From an optimization exercise on the open Yosys and OpenROAD flow, aimed at small area and a short achievable clock period; shortcuts taken in it are not production practice. Where RTL was checked, it was by simulation tests only, not by an equivalence proof against the original. Power figures rest on the tool's default switching activity, not on a simulated workload. The clock port is modelled as an ideal driver; clocking choices that lean on that would not hold on a real chip.

==> run K: inputs <==
==> flow/design.v <==
package wbPkg;
    localparam int dataWidth   = 64;           
    localparam int userWidth   = 1;            
    localparam int idWidth     = 4;            
    localparam int burstLength = 8;            
    localparam int bufferDepth = 8;            
    localparam int slotWidth    = $clog2(bufferDepth);         
    localparam int beatWidth    = $clog2(burstLength);         
    localparam int memAddrWidth = slotWidth + beatWidth;       
    localparam int windowWidth  = $clog2(bufferDepth + 1);
endpackage
`timescale 1ns/100ps
module writeBufferCtrl (
    input  logic                            clk,
    input  logic                            rst,
    input  logic [wbPkg::dataWidth-1:0]     writeData,
    input  logic [wbPkg::userWidth-1:0]     writeDataUser,
    input  logic [wbPkg::idWidth-1:0]       writeDataID,
    input  logic [wbPkg::burstLength-1:0]   writeDataStrb,
    input  logic                            writeDataLast,
    input  logic                            writeDataValid,
    input  logic                            writeDataACKReady,
    output logic                            writeDataACKValid,
    output logic [wbPkg::userWidth-1:0]     writeDataACKUser,
    output logic [wbPkg::idWidth-1:0]       writeDataACKID,
    output logic                            writeBufferFull,
    input  logic [wbPkg::idWidth-1:0]       writeBufferAllocID,
    input  logic [wbPkg::userWidth-1:0]     writeBufferAllocUser,
    input  logic                            writeBufferAllocValid,    
    output logic [wbPkg::windowWidth-1:0]   writeRequestWindow,
    input  logic                            phyWriteModeFIFOReady,
    input  logic                            writeModeACK,
    output logic [wbPkg::dataWidth-1:0]     readData,
    output logic                            readDataLast,
    output logic                            readDataValid,
    output logic                            readDataStrb
);
    localparam int N  = wbPkg::bufferDepth;
    localparam int L  = wbPkg::burstLength;
    localparam int DW = wbPkg::dataWidth;
    localparam int BW = wbPkg::beatWidth;
    logic [N-1:0]              validVector;
    logic [N-1:0]              issuedVector;
    logic [N-1:0][wbPkg::idWidth-1:0]   entryID;
    logic [N-1:0][wbPkg::userWidth-1:0] entryUser;
    logic [N-1:0][L-1:0]                entryStrb;
    logic [BW-1:0]             wrBeat;       
    logic [N-1:0]              wrHold;       
    logic [BW-1:0]             rdBeat;       
    logic [N-1:0]              rdLock;       
    logic         full, accept, lastAccept;
    logic [N-1:0] freeOH, wrSel, allocOH;
    logic [N-1:0] validNext;
    always_ff @(posedge clk or negedge rst) begin
        if (!rst) full <= 1'b0;
        else      full <= &validNext;
    end
    always_comb begin
        freeOH = '0;
        for (int i = N - 1; i >= 0; i--)
            if (!validVector[i]) freeOH = N'(1) << i;
    end
    assign wrSel      = (wrBeat == '0) ? freeOH : wrHold;
    assign accept     = writeDataValid && !full;
    assign lastAccept = accept && writeDataLast;
    assign allocOH    = lastAccept ? wrSel : '0;
    assign writeBufferFull   = full;
    assign writeDataACKValid = lastAccept && writeDataACKReady;
    assign writeDataACKID    = writeDataID;
    assign writeDataACKUser  = writeDataUser;
    always_ff @(posedge clk or negedge rst) begin
        if (!rst) begin
            wrBeat <= '0;
            wrHold <= '0;
        end else if (accept) begin
            wrHold <= wrSel;
            wrBeat <= writeDataLast ? '0 : wrBeat + 1'b1;
        end
    end
    always_ff @(posedge clk or negedge rst) begin
        if (!rst) begin
            writeRequestWindow <= '0;
        end else begin
            case ({lastAccept, writeModeACK})
                2'b10:   writeRequestWindow <= writeRequestWindow + 1'b1;
                2'b01:   writeRequestWindow <= writeRequestWindow - 1'b1;
                default: writeRequestWindow <= writeRequestWindow;
            endcase
        end
    end
    logic [N-1:0] issueCand, issueOH;
    always_comb begin
        for (int i = 0; i < N; i++)
            issueCand[i] = validVector[i] && !issuedVector[i]
                           && (entryID[i] == writeBufferAllocID)
                           && (entryUser[i] == writeBufferAllocUser);
    end
    always_comb begin
        issueOH = '0;
        for (int i = N - 1; i >= 0; i--)
            if (issueCand[i]) issueOH = N'(1) << i;
        if (!writeBufferAllocValid) issueOH = '0;
    end
    logic [N-1:0] pickOH, rdSel, releaseOH;
    logic         readEnable, rdLast;
    always_comb begin
        pickOH = '0;
        for (int i = N - 1; i >= 0; i--)
            if (issuedVector[i]) pickOH = N'(1) << i;
    end
    assign rdSel      = (rdBeat == '0) ? pickOH : rdLock;
    assign readEnable = phyWriteModeFIFOReady && (|issuedVector);
    assign rdLast     = (rdBeat == BW'(L - 1));
    assign releaseOH  = (readEnable && rdLast) ? rdSel : '0;
    always_ff @(posedge clk or negedge rst) begin
        if (!rst) begin
            rdBeat <= '0;
            rdLock <= '0;
        end else if (readEnable) begin
            rdLock <= rdSel;
            rdBeat <= rdBeat + 1'b1;
        end
    end
    assign validNext = (validVector | allocOH) & ~releaseOH;
    always_ff @(posedge clk or negedge rst) begin
        if (!rst) begin
            validVector  <= '0;
            issuedVector <= '0;
        end else begin
            validVector  <= validNext;
            issuedVector <= (issuedVector | issueOH) & ~releaseOH & ~allocOH;
        end
    end
    always_ff @(posedge clk) begin
        for (int i = 0; i < N; i++) begin
            if (allocOH[i]) begin
                entryID[i]   <= writeDataID;
                entryUser[i] <= writeDataUser;
                entryStrb[i] <= writeDataStrb;
            end
        end
    end
    logic [N-1:0]  shift;
    logic [DW-1:0] headData;
    logic          headStrb;
    logic [N*DW-1:0] slotHead;
    logic [N-1:0]  slotStrb;
    for (genvar i = 0; i < N; i++) begin : g_slot
        logic [L-1:0] strbOf;
        assign strbOf = entryStrb[i];
        logic [L*DW-1:0] store;      
        assign shift[i] = (writeDataValid && wrSel[i] && !full)
                          || (phyWriteModeFIFOReady && rdSel[i]);
        always_ff @(posedge clk) begin
            if (shift[i]) begin
                store <= {store[(L-1)*DW-1:0], writeData};
            end
        end
        assign slotHead[i*DW +: DW] = {DW{rdSel[i]}} & store[L*DW-1 -: DW];
        assign slotStrb[i] = rdSel[i] & strbOf[rdBeat];
    end
    always_comb begin
        headData = '0;
        for (int i = 0; i < N; i++)
            headData = headData | slotHead[i*DW +: DW];
    end
    assign headStrb = |slotStrb;
    always_ff @(posedge clk) begin
        readData <= headData;
    end
    always_ff @(posedge clk or negedge rst) begin
        if (!rst) begin
            readDataValid <= 1'b0;
            readDataLast  <= 1'b0;
            readDataStrb  <= 1'b0;
        end else begin
            readDataValid <= readEnable;
            readDataLast  <= readEnable && rdLast;
            readDataStrb  <= headStrb;
        end
    end
endmodule
==> flow/run.sh <==
#!/bin/bash
# synth_recipe.tcl (not shown) runs the flow's synth.tcl, then flattens the netlist and writes it again
# the make line also repeats each setting of config.mk as NAME=value (left out here)
make -C /OpenROAD-flow-scripts/flow DESIGN_CONFIG=/design/flow/config.mk WORK_HOME=/design/flow/orfs CLKGATE_MAP_FILE= SYNTH_SCRIPT=/design/flow/synth_recipe.tcl finish
==> flow/config.mk <==
export PLATFORM = sky130hd
export DESIGN_NAME = writeBufferCtrl
export DESIGN_NICKNAME = writeBufferCtrl
export VERILOG_FILES = /design/flow/design.v
export SDC_FILE = /design/flow/constraint.sdc
export NUM_CORES = 4
export LEC_CHECK = 0
export CAP_MARGIN = 20
export CORE_MARGIN = 2
export CORE_UTILIZATION = 60
export CTS_BUF_LIST = sky130_fd_sc_hd__clkbuf_8 sky130_fd_sc_hd__clkbuf_16
export CTS_CLUSTER_DIAMETER = 80
export CTS_CLUSTER_SIZE = 32
export PLACE_DENSITY = 0.7
export SLEW_MARGIN = 20
==> flow/constraint.sdc <==
create_clock -name core_clock -period 3.5 [get_ports {clk}]
set_input_delay 0.7000 -clock core_clock [delete_from_list [all_inputs] [get_ports {clk}]]
set_output_delay 0.7000 -clock core_clock [all_outputs]
set_load 0.01 [all_outputs]
==> inputs of run B, as changes to run K <==
==> flow/design.v, changed modules only <==
module writeBufferCtrl (
    input  logic                            clk,
    input  logic                            rst,
    input  logic [wbPkg::dataWidth-1:0]     writeData,
    input  logic [wbPkg::userWidth-1:0]     writeDataUser,
    input  logic [wbPkg::idWidth-1:0]       writeDataID,
    input  logic [wbPkg::burstLength-1:0]   writeDataStrb,
    input  logic                            writeDataLast,
    input  logic                            writeDataValid,
    input  logic                            writeDataACKReady,
    output logic                            writeDataACKValid,
    output logic [wbPkg::userWidth-1:0]     writeDataACKUser,
    output logic [wbPkg::idWidth-1:0]       writeDataACKID,
    output logic                            writeBufferFull,
    input  logic [wbPkg::idWidth-1:0]       writeBufferAllocID,
    input  logic [wbPkg::userWidth-1:0]     writeBufferAllocUser,
    input  logic                            writeBufferAllocValid,    
    output logic [wbPkg::windowWidth-1:0]   writeRequestWindow,
    input  logic                            phyWriteModeFIFOReady,
    input  logic                            writeModeACK,
    output logic [wbPkg::dataWidth-1:0]     readData,
    output logic                            readDataLast,
    output logic                            readDataValid,
    output logic                            readDataStrb
);
    localparam int N  = wbPkg::bufferDepth;
    localparam int L  = wbPkg::burstLength;
    localparam int DW = wbPkg::dataWidth;
    localparam int BW = wbPkg::beatWidth;
    logic [N-1:0]                       validVector;
    logic [N-1:0]                       issuedVector;
    logic                               full;         
    logic                               roomAck;      
    logic [N-1:0][wbPkg::idWidth-1:0]   entryID;
    logic [N-1:0][wbPkg::userWidth-1:0] entryUser;
    logic [N-1:0][L-1:0]                entryStrb;
    logic [BW-1:0]                      wrBeat;       
    logic [N-1:0]                       wrSel;        
    logic [BW-1:0]                      rdBeat;       
    logic [N-1:0]                       rdSel;        
    logic         accept, lastAccept;
    logic [N-1:0] allocOH;
    logic [BW-1:0] wrBeatNext;
    assign accept     = writeDataValid && !full;
    assign lastAccept = accept && writeDataLast;
    assign allocOH    = lastAccept ? wrSel : '0;
    assign wrBeatNext = !accept ? wrBeat : (writeDataLast ? '0 : wrBeat + 1'b1);
    assign writeBufferFull   = full;
    assign writeDataACKValid = writeDataValid && writeDataLast && writeDataACKReady && roomAck;
    assign writeDataACKID    = writeDataID;
    assign writeDataACKUser  = writeDataUser;
    always_ff @(posedge clk or negedge rst) begin
        if (!rst) begin
            writeRequestWindow <= '0;
        end else begin
            case ({lastAccept, writeModeACK})
                2'b10:   writeRequestWindow <= writeRequestWindow + 1'b1;
                2'b01:   writeRequestWindow <= writeRequestWindow - 1'b1;
                default: writeRequestWindow <= writeRequestWindow;
            endcase
        end
    end
    logic [N-1:0] issueCand, issueOH;
    always_comb begin
        for (int i = 0; i < N; i++)
            issueCand[i] = validVector[i] && !issuedVector[i]
                           && (entryID[i] == writeBufferAllocID)
                           && (entryUser[i] == writeBufferAllocUser);
    end
    always_comb begin
        issueOH = '0;
        for (int i = N - 1; i >= 0; i--)
            if (issueCand[i]) issueOH = N'(1) << i;
        if (!writeBufferAllocValid) issueOH = '0;
    end
    logic [N-1:0]  releaseOH;
    logic          readEnable, rdLast;
    logic [BW-1:0] rdBeatNext;
    assign readEnable = phyWriteModeFIFOReady && (|rdSel);
    assign rdLast     = (rdBeat == BW'(L - 1));
    assign releaseOH  = (readEnable && rdLast) ? rdSel : '0;
    assign rdBeatNext = readEnable ? rdBeat + 1'b1 : rdBeat;
    logic [N-1:0] validNext, issuedNext, freeNext, pickNext;
    assign validNext  = (validVector | allocOH) & ~releaseOH;
    assign issuedNext = (issuedVector | issueOH) & ~releaseOH & ~allocOH;
    always_comb begin
        freeNext = '0;
        pickNext = '0;
        for (int i = N - 1; i >= 0; i--) begin
            if (!validNext[i]) freeNext = N'(1) << i;
            if (issuedNext[i]) pickNext = N'(1) << i;
        end
    end
    always_ff @(posedge clk or negedge rst) begin
        if (!rst) begin
            validVector  <= '0;
            issuedVector <= '0;
            full         <= 1'b0;
            roomAck      <= 1'b1;
            wrBeat       <= '0;
            wrSel        <= N'(1);
            rdBeat       <= '0;
            rdSel        <= '0;
        end else begin
            validVector  <= validNext;
            issuedVector <= issuedNext;
            full         <= &validNext;
            roomAck      <= ~&validNext;
            wrBeat       <= wrBeatNext;
            if (wrBeatNext == '0) wrSel <= freeNext;
            rdBeat       <= rdBeatNext;
            if (rdBeatNext == '0) rdSel <= pickNext;
        end
    end
    always_ff @(posedge clk) begin
        for (int i = 0; i < N; i++) begin
            if (allocOH[i]) begin
                entryID[i]   <= writeDataID;
                entryUser[i] <= writeDataUser;
                entryStrb[i] <= writeDataStrb;
            end
        end
    end
    logic [N-1:0]    shift;
    logic [N*DW-1:0] slotHead;
    logic [N-1:0]    slotStrb;
    logic [DW-1:0]   headData;
    for (genvar i = 0; i < N; i++) begin : g_slot
        logic [L-1:0]    strbOf;
        logic [L*DW-1:0] store;      
        assign shift[i] = (writeDataValid && wrSel[i]) || (phyWriteModeFIFOReady && rdSel[i]);
        always_ff @(posedge clk) begin
            if (shift[i]) begin
                store <= {store[(L-1)*DW-1:0], writeData};
            end
        end
        assign strbOf                = entryStrb[i];
        assign slotHead[i*DW +: DW]  = {DW{rdSel[i]}} & store[L*DW-1 -: DW];
        assign slotStrb[i]           = rdSel[i] & strbOf[rdBeat];
    end
    always_comb begin
        headData = '0;
        for (int i = 0; i < N; i++)
            headData = headData | slotHead[i*DW +: DW];
    end
    always_ff @(posedge clk) begin
        readData <= headData;
    end
    always_ff @(posedge clk or negedge rst) begin
        if (!rst) begin
            readDataValid <= 1'b0;
            readDataLast  <= 1'b0;
            readDataStrb  <= 1'b0;
        end else begin
            readDataValid <= readEnable;
            readDataLast  <= readEnable && rdLast;
            readDataStrb  <= |slotStrb;
        end
    end
endmodule
==> flow/flow/run.sh (new file) <==
#!/bin/bash
# Standard layout, with the clock tree built from clkbuf_16 only, in larger
# sink clusters and without dummy balancing loads; ports buffered with buf_2.
set -euo pipefail
export BUFFER_PORTS_ARGS="-buffer_cell sky130_fd_sc_hd__buf_2"
export CTS_ARGS="-sink_clustering_enable -repair_clock_nets -dont_use_dummy_load -sink_clustering_size 32 -sink_clustering_max_diameter 80 -buf_list sky130_fd_sc_hd__clkbuf_16 -root_buf sky130_fd_sc_hd__clkbuf_16"
bash standard.sh finish > make_finish.log 2>&1
==> flow/standard.sh (new file) <==
#!/bin/bash
# synth_recipe.tcl (not shown) runs the flow's synth.tcl, then flattens the netlist and writes it again
# the make line also repeats each setting of config.mk as NAME=value (left out here)
make -C /OpenROAD-flow-scripts/flow DESIGN_CONFIG=/design/flow/config.mk WORK_HOME=/design/flow/orfs CLKGATE_MAP_FILE= SYNTH_SCRIPT=/design/flow/synth_recipe.tcl "${@:-finish}"
- CTS_BUF_LIST: sky130_fd_sc_hd__clkbuf_8 sky130_fd_sc_hd__clkbuf_16 -> unset
- CTS_CLUSTER_DIAMETER: 80 -> unset
- CTS_CLUSTER_SIZE: 32 -> unset
- SETUP_SLACK_MARGIN: unset -> 1.0
removed: flow/run.sh
==> summary of the runs <==
Against run K, the sequential share of layout area of run B is higher by 1.6 points. Maximum frequency: run B is higher than run K (about 33%). In run B the via count is lower than in run K, by 2.4%. Against run K, the power of run B is smaller by about 10%. Against run B, the critical path depth of run K is higher by 4. In die area, run B and run K hardly differ. Between run B and run K, the lower clock-buffer cell count is in run B (gap 4). Run K finished with timing, DRC and antenna clean. Run B completed without violations. Between run K and run B, the lower final cell count is in run B (gap 2.9%, measured against run B). Against run K, the worst hold slack of run B is worse by 250 ps. In run K the synthesized cell count is larger than in run B, by about 1.2%. Of run K and run B, run B has the higher global-route usage (gap 0.11 points).
==> figures <==
Status: run B timing/DRC/antenna clean; run K timing/DRC/antenna clean
Clock tree sinks: run B 4311; run K 4310
Count of routing violations after the opening detailed-route iteration: run B 4168; run K 4657
Sum of buffers and inverters on the critical path: run B 3; run K 2
Highest Clock Rate: run B 0.413 GHz; run K 0.311 GHz
Crit share post-route: run B 69.1%; run K 91.7%
Layout-to-synthesis area ratio: run B 1.079x; run K 1.097x
Post-route non-filler standard cell count: run B 8393; run K 8637
Via Count: run B 45700; run K 46800
Fraction of area in registers: run B 89.4%; run K 87.8%
Transition time at the pin with the least slew margin: run B 948 ps; run K 672 ps
Share of total power in the clock network: run B 19.9%; run K 19.1%
Compound-Gate Fraction of Synth Area: run B 1.78%; run K 1.68%
Hold_ws: run B 131 ps; run K 382 ps
# Post-CTS Setup Buffers: run B 1; run K 0
#FFs+latches synth: run B 4311; run K 4310
Largest net degree at the start of global routing: run B 144; run K 104
Seq/Total Area, Yosys: run B 96.4%; run K 96.3%
Sw Ratio: run B 22.9%; run K 25.0%
Sequential share of power: run B 69.5%; run K 65.9%
Wire length of the first global-routing pass: run B 274 mm; run K 274 mm
Final Core Density: run B 64.9%; run K 66.0%
Via-to-Cell Ratio: run B 5.45; run K 5.42
For run K, only the layout was checked, not whether the RTL still works.

==> port drivers added, routing unchanged <==
In the flow no input, the clock included, has a driving cell. The finished layouts below were timed again as built, in two steps. Step 1 assumes that a clkbuf_16 drives the clock port and a buf_2 every other input. Step 2 moves the port delays by t, midway between the first and last clock arrival at a register: inputs arrive t later, outputs are due t later. That takes back most of the time a late clock gives input paths. Slacks: ideal / step 1 / step 2; pairs: ideal / step 1.
run | t, ns | setup WS [ns] | slew at the worst register clock pin (ns)
run K | 0.928 | 0.289 / 0.289 / 0.289 | 0.12 / 0.12
run B | 0.913 | 1.082 / 1.014 / 0.644 | 0.11 / 0.11
After both steps setup and hold are still met in every run listed. The setup slack of run B, which loses most, moves by -0.068 ns with the drivers and by -0.438 ns with both steps.
